What follows belongs to an exercise in optimizing a design on an open flow for small area; a production flow would make more cautious choices.
The RTL was checked by simulation tests, not by an equivalence proof against the original design.
Power and IR drop assume default switching activity.

==> flow/design.v (excerpt) <==
module img_inv_stream_ctrl
#(
   parameter int FRAME_BYTES = FRAME_BYTES_DEF,
   parameter int ADDR_W      = 8,
   parameter int CNT_W       = 12
) (
   input  logic             clock,
   input  logic             reset_rtl,
   input  logic [7:0]       i_rx_data,
   input  logic             i_rx_data_valid,
   input  logic             i_invert_en,
   output logic [7:0]       o_tx_data,
   output logic             o_tx_data_valid,
   input  logic             i_tx_done,
   output logic             o_busy,
   output logic             o_frame_done,
   output logic             o_overrun,
   output logic [CNT_W-1:0] o_frame_count,
   output logic [2:0]       o_dbg_state
);
clock: 5.0 ns
lec_check: 0
cap_margin: 20
core_margin: 2
core_utilization: 40
cts_buf_list: sky130_fd_sc_hd__clkbuf_8
cts_cluster_diameter: 60
cts_cluster_size: 20
slew_margin: 20
standard.sh (not shown) runs the stock make flow with config.mk's settings and CLKGATE_MAP_FILE= SYNTH_SCRIPT=/design/flow/synth_recipe.tcl, a recipe that flattens the netlist after the stock synthesis.
==> flow/flow/run.sh <==
#!/bin/bash
# Layout flow: the standard ORFS flow (standard.sh, standard synthesis
# unchanged) with two changes:
#  - ports are buffered with the smallest buffer (buf_1) instead of the
#    default choice;
#  - clock tree: clkbuf_8 sink buffers, clusters of at most 20 sinks, and no
#    dummy loads.
# ORFS writes each step's full log under orfs/logs/; make's own output goes
# to standard.log in the work folder.
set -euo pipefail
export BUFFER_PORTS_ARGS="-buffer_cell sky130_fd_sc_hd__buf_1"
export CTS_ARGS="-sink_clustering_enable -repair_clock_nets -dont_use_dummy_load -buf_list {sky130_fd_sc_hd__clkbuf_4 sky130_fd_sc_hd__clkbuf_8} -sink_clustering_size 20 -sink_clustering_max_diameter 60"
bash standard.sh > standard.log 2>&1
The baseline finished with timing, DRC and antenna clean.
Next try:
--- a/flow/flow/run.sh
+++ b/flow/flow/run.sh
@@ -11,3 +11,3 @@
 export BUFFER_PORTS_ARGS="-buffer_cell sky130_fd_sc_hd__buf_1"
-export CTS_ARGS="-sink_clustering_enable -repair_clock_nets -dont_use_dummy_load -buf_list {sky130_fd_sc_hd__clkbuf_4 sky130_fd_sc_hd__clkbuf_8} -sink_clustering_size 20 -sink_clustering_max_diameter 60"
+export CTS_ARGS="-sink_clustering_enable -repair_clock_nets -dont_use_dummy_load -buf_list sky130_fd_sc_hd__clkbuf_8 -sink_clustering_size 20 -sink_clustering_max_diameter 80"
 bash standard.sh > standard.log 2>&1
=> Fmax is lower by about 1.2%. Utilization hardly moves. Die area stays the same.
Next try:
--- a/flow/flow/run.sh
+++ b/flow/flow/run.sh
@@ -11,3 +11,3 @@
 export BUFFER_PORTS_ARGS="-buffer_cell sky130_fd_sc_hd__buf_1"
-export CTS_ARGS="-sink_clustering_enable -repair_clock_nets -dont_use_dummy_load -buf_list sky130_fd_sc_hd__clkbuf_8 -sink_clustering_size 20 -sink_clustering_max_diameter 80"
+export CTS_ARGS="-sink_clustering_enable -repair_clock_nets -dont_use_dummy_load -buf_list sky130_fd_sc_hd__clkbuf_8 -sink_clustering_size 20 -sink_clustering_max_diameter 60"
 bash standard.sh > standard.log 2>&1
The changed run finished clean.
Via count is about the same.
Non-clock buffer count does not change.
Hold slack improves by 0.0090 ns.
Routed wire length is about the same.

* * *

== run 1 ==
Another version of the RTL of img_inv_stream_ctrl (not shown whole).
Size in the first run: about 1800 cells after synthesis, about 1300 flip-flops, roughly 40 I/O pins, roughly 31000 µm² of cells after synthesis.
clock: 5.0 ns
lec_check: 0
cap_margin: 20
core_margin: 2
core_utilization: 40
cts_buf_list: sky130_fd_sc_hd__clkbuf_8
cts_cluster_diameter: 60
cts_cluster_size: 20
slew_margin: 20
==> flow/flow/run.sh <==
#!/bin/bash
# Layout flow: the standard ORFS flow (standard.sh, standard synthesis
# unchanged) with two changes:
#  - ports are buffered with the smallest buffer (buf_1) instead of the
#    default choice;
#  - clock tree: clkbuf_8 sink buffers, clusters of at most 20 sinks, and no
#    dummy loads.
# ORFS writes each step's full log under orfs/logs/; make's own output goes
# to standard.log in the work folder.
set -euo pipefail
export BUFFER_PORTS_ARGS="-buffer_cell sky130_fd_sc_hd__buf_1"
export CTS_ARGS="-sink_clustering_enable -repair_clock_nets -dont_use_dummy_load -buf_list sky130_fd_sc_hd__clkbuf_16 -sink_clustering_size 36 -sink_clustering_max_diameter 50"
bash standard.sh > standard.log 2>&1
Both conditions hold for run 1: the flow ran to the end and the final layout passed the timing, design-rule and antenna checks.
Modified inputs, run 2 compared to run 1
diff --git a/flow/flow/run.sh b/flow/flow/run.sh
--- a/flow/flow/run.sh
+++ b/flow/flow/run.sh
@@ -10,4 +10,4 @@
 set -euo pipefail
 export BUFFER_PORTS_ARGS="-buffer_cell sky130_fd_sc_hd__buf_1"
-export CTS_ARGS="-sink_clustering_enable -repair_clock_nets -dont_use_dummy_load -buf_list sky130_fd_sc_hd__clkbuf_16 -sink_clustering_size 36 -sink_clustering_max_diameter 50"
+export CTS_ARGS="-sink_clustering_enable -repair_clock_nets -dont_use_dummy_load -buf_list sky130_fd_sc_hd__clkbuf_8 -sink_clustering_size 20 -sink_clustering_max_diameter 60"
 bash standard.sh > standard.log 2>&1
### Flow results
- Side by side, signal arrival time at the worst endpoint turned out higher in run 2 than in run 1.
- | post-route standard cell area excluding fillers | run 2 vs run 1 | 990 µm² lower |
- Diff run 2..run 1 | number of nets in the final layout | negligible
- Run 2 vs. run 1: utilization of the core after routing went down; maximum resistive drop on vdd went down.

* * *

Another version of the RTL of img_inv_stream_ctrl (not shown whole).
For scale: ~1800 cells after synthesis, roughly 1300 flip-flops, ~40 I/O pins.
## img_inv_stream_ctrl
module img_inv_stream_ctrl
#(
   parameter int FRAME_BYTES = FRAME_BYTES_DEF,
   parameter int ADDR_W      = 8,
   parameter int CNT_W       = 12
) (
   input  logic             clock,
   input  logic             reset_rtl,
   input  logic [7:0]       i_rx_data,
   input  logic             i_rx_data_valid,
   input  logic             i_invert_en,
   output logic [7:0]       o_tx_data,
   output logic             o_tx_data_valid,
   input  logic             i_tx_done,
   output logic             o_busy,
   output logic             o_frame_done,
   output logic             o_overrun,
   output logic [CNT_W-1:0] o_frame_count,
   output logic [2:0]       o_dbg_state
);
clock: 5.0 ns
lec_check: 0
cap_margin: 20
core_margin: 2
core_utilization: 65
cts_buf_list: sky130_fd_sc_hd__clkbuf_16
cts_cluster_diameter: 50
cts_cluster_size: 36
place_density: 0.75
slew_margin: 20
run.sh (not shown) runs the stock make flow with config.mk's settings and CLKGATE_MAP_FILE= SYNTH_SCRIPT=/design/flow/synth_recipe.tcl, a recipe that flattens the netlist after the stock synthesis.
Stock flow here: none of the scripts above is used.
The baseline completed without violations.
Edit:
Settings changed: CORE_UTILIZATION 65 to 40, CTS_BUF_LIST sky130_fd_sc_hd__clkbuf_16 to sky130_fd_sc_hd__clkbuf_8, CTS_CLUSTER_DIAMETER 50 to 60, CTS_CLUSTER_SIZE 36 to 22, PLACE_DENSITY 0.75 to not set.
After rerunning: Combinational power is about the same; sequential share of layout area climbs by 0.88 points; register-to-register slack is better by 60 ps; sequential power is about the same; setup slack is better by 56 ps; die area climbs by 61%.
Edit:
Settings changed: CTS_BUF_LIST sky130_fd_sc_hd__clkbuf_8 to not set, CTS_CLUSTER_DIAMETER 60 to not set, CTS_CLUSTER_SIZE 22 to not set.
What happened:
- via count is higher by 2.9%
- routed wire length goes up by 4.1%
- setup slack is better by 18 ps
- cell area grows by 7.2%
- clock-buffer cell count went up by 91
- critical path depth stays the same
- area after synthesis does not change
- combinational power is about the same
Edit:
Settings changed: CTS_BUF_LIST set to sky130_fd_sc_hd__clkbuf_4, CTS_CLUSTER_DIAMETER set to 40, CTS_CLUSTER_SIZE set to 10.
=> Setup slack gets better by 17 ps; clock skew grows by 26 ps; synthesized cell count is unchanged; routed wire length came out lower by 0.82%; combinational power hardly moves; utilization came out lower by 2.8 points; first-iteration DRC count drops by about 18%; power falls by 17%; worst hold slack is worse by 17 ps; register-to-register slack improved by 20 ps; clock-buffer cell count fell by 1.

* * *

Another version of the RTL of img_inv_stream_ctrl (not shown whole).
For scale: about 1300 flip-flops, about 40 I/O pins.
Settings: LEC_CHECK=0, CAP_MARGIN=20, CORE_MARGIN=2, CORE_UTILIZATION=40, CTS_BUF_LIST=sky130_fd_sc_hd__clkbuf_8, CTS_CLUSTER_DIAMETER=60, CTS_CLUSTER_SIZE=18, SLEW_MARGIN=20; clock period 5.0 ns.
Change:
==> flow/flow/run.sh (new file) <==
#!/bin/bash
# Layout flow: the standard ORFS flow (standard.sh, standard synthesis
# unchanged) with two changes:
#  - ports are buffered with the smallest buffer (buf_1) instead of the
#    default choice;
#  - clock tree: clkbuf_8 sink buffers, clusters of at most 20 sinks, and no
#    dummy loads.
# ORFS writes each step's full log under orfs/logs/; make's own output goes
# to standard.log in the work folder.
set -euo pipefail
export BUFFER_PORTS_ARGS="-buffer_cell sky130_fd_sc_hd__buf_1"
export CTS_ARGS="-sink_clustering_enable -repair_clock_nets -dont_use_dummy_load -buf_list sky130_fd_sc_hd__clkbuf_8 -sink_clustering_size 20 -sink_clustering_max_diameter 60"
bash standard.sh > standard.log 2>&1
==> flow/standard.sh (new file) <==
#!/bin/bash
# synth_recipe.tcl (not shown) runs the flow's synth.tcl, then flattens the netlist and writes it again
# the make line also repeats each setting of config.mk as NAME=value (left out here)
make -C /OpenROAD-flow-scripts/flow DESIGN_CONFIG=/design/flow/config.mk WORK_HOME=/design/flow/orfs CLKGATE_MAP_FILE= SYNTH_SCRIPT=/design/flow/synth_recipe.tcl "${@:-finish}"
CTS_CLUSTER_SIZE = 20   (was 18)
removed: flow/run.sh
What happened: The changed run passed the timing, design-rule and antenna checks. Clock-buffer cell count went down by 13. Flip-flop and latch count stays the same. Via count goes down by 0.34%. Power goes down by 2.5%. Area after synthesis is unchanged. Global-route usage rises by 0.20 points. First-iteration DRC count is higher by 12%. Maximum frequency goes up by 13%. Sequential share of layout area is higher by 1.4 points.

-- re-timing with driven ports --
No port has a modelled driver above. Below, the same layouts with a new extraction and two added sets of constraints.
Step 1 sets driving cells, clkbuf_16 on the clock port and buf_2 on the other inputs (assumed; they add their load-dependent delay and slew).
Step 2 moves the port delays by t, midway between the first and last clock arrival at a register: inputs arrive t later, outputs are due t later. That takes back most of the time a late clock gives input paths.
Three values: ideal, step 1, step 2; two values: the first two.
run	shift t [ns]	slack for setup (ns)	worst setup path after step 2	worst register clock-pin slew, ns
the first run of note 1	0.692	1.239 / 1.184 / 1.876	register to output	0.12 / 0.12
the second run of note 1	0.688	1.193 / 1.136 / 1.824	register to output	0.12 / 0.12
the third run of note 1	0.692	1.239 / 1.184 / 1.876	register to output	0.12 / 0.12
run 1	0.659	1.958 / 1.897 / 1.949	input to register	0.10 / 0.10
run 2	0.704	1.935 / 1.878 / 1.994	input to register	0.12 / 0.12
the first run of note 3	0.686	1.368 / 1.368 / 1.368	register to register	0.12 / 0.12
the second run of note 3	0.716	1.424 / 1.424 / 1.424	register to register	0.12 / 0.12
the third run of note 3	0.705	1.442 / 1.442 / 1.442	register to register	0.07 / 0.07
the fourth run of note 3	0.994	1.459 / 1.422 / 1.459	register to register	0.11 / 0.11
the first run of note 4	0.734	0.656 / 0.596 / 1.330	register to output	0.11 / 0.11
the second run of note 4	0.700	1.152 / 1.092 / 1.792	register to output	0.11 / 0.11
After both steps every run listed still meets setup and hold. The setup slack of run 1, which loses most, moves by -0.061 ns with the drivers and by -0.009 ns with both steps.
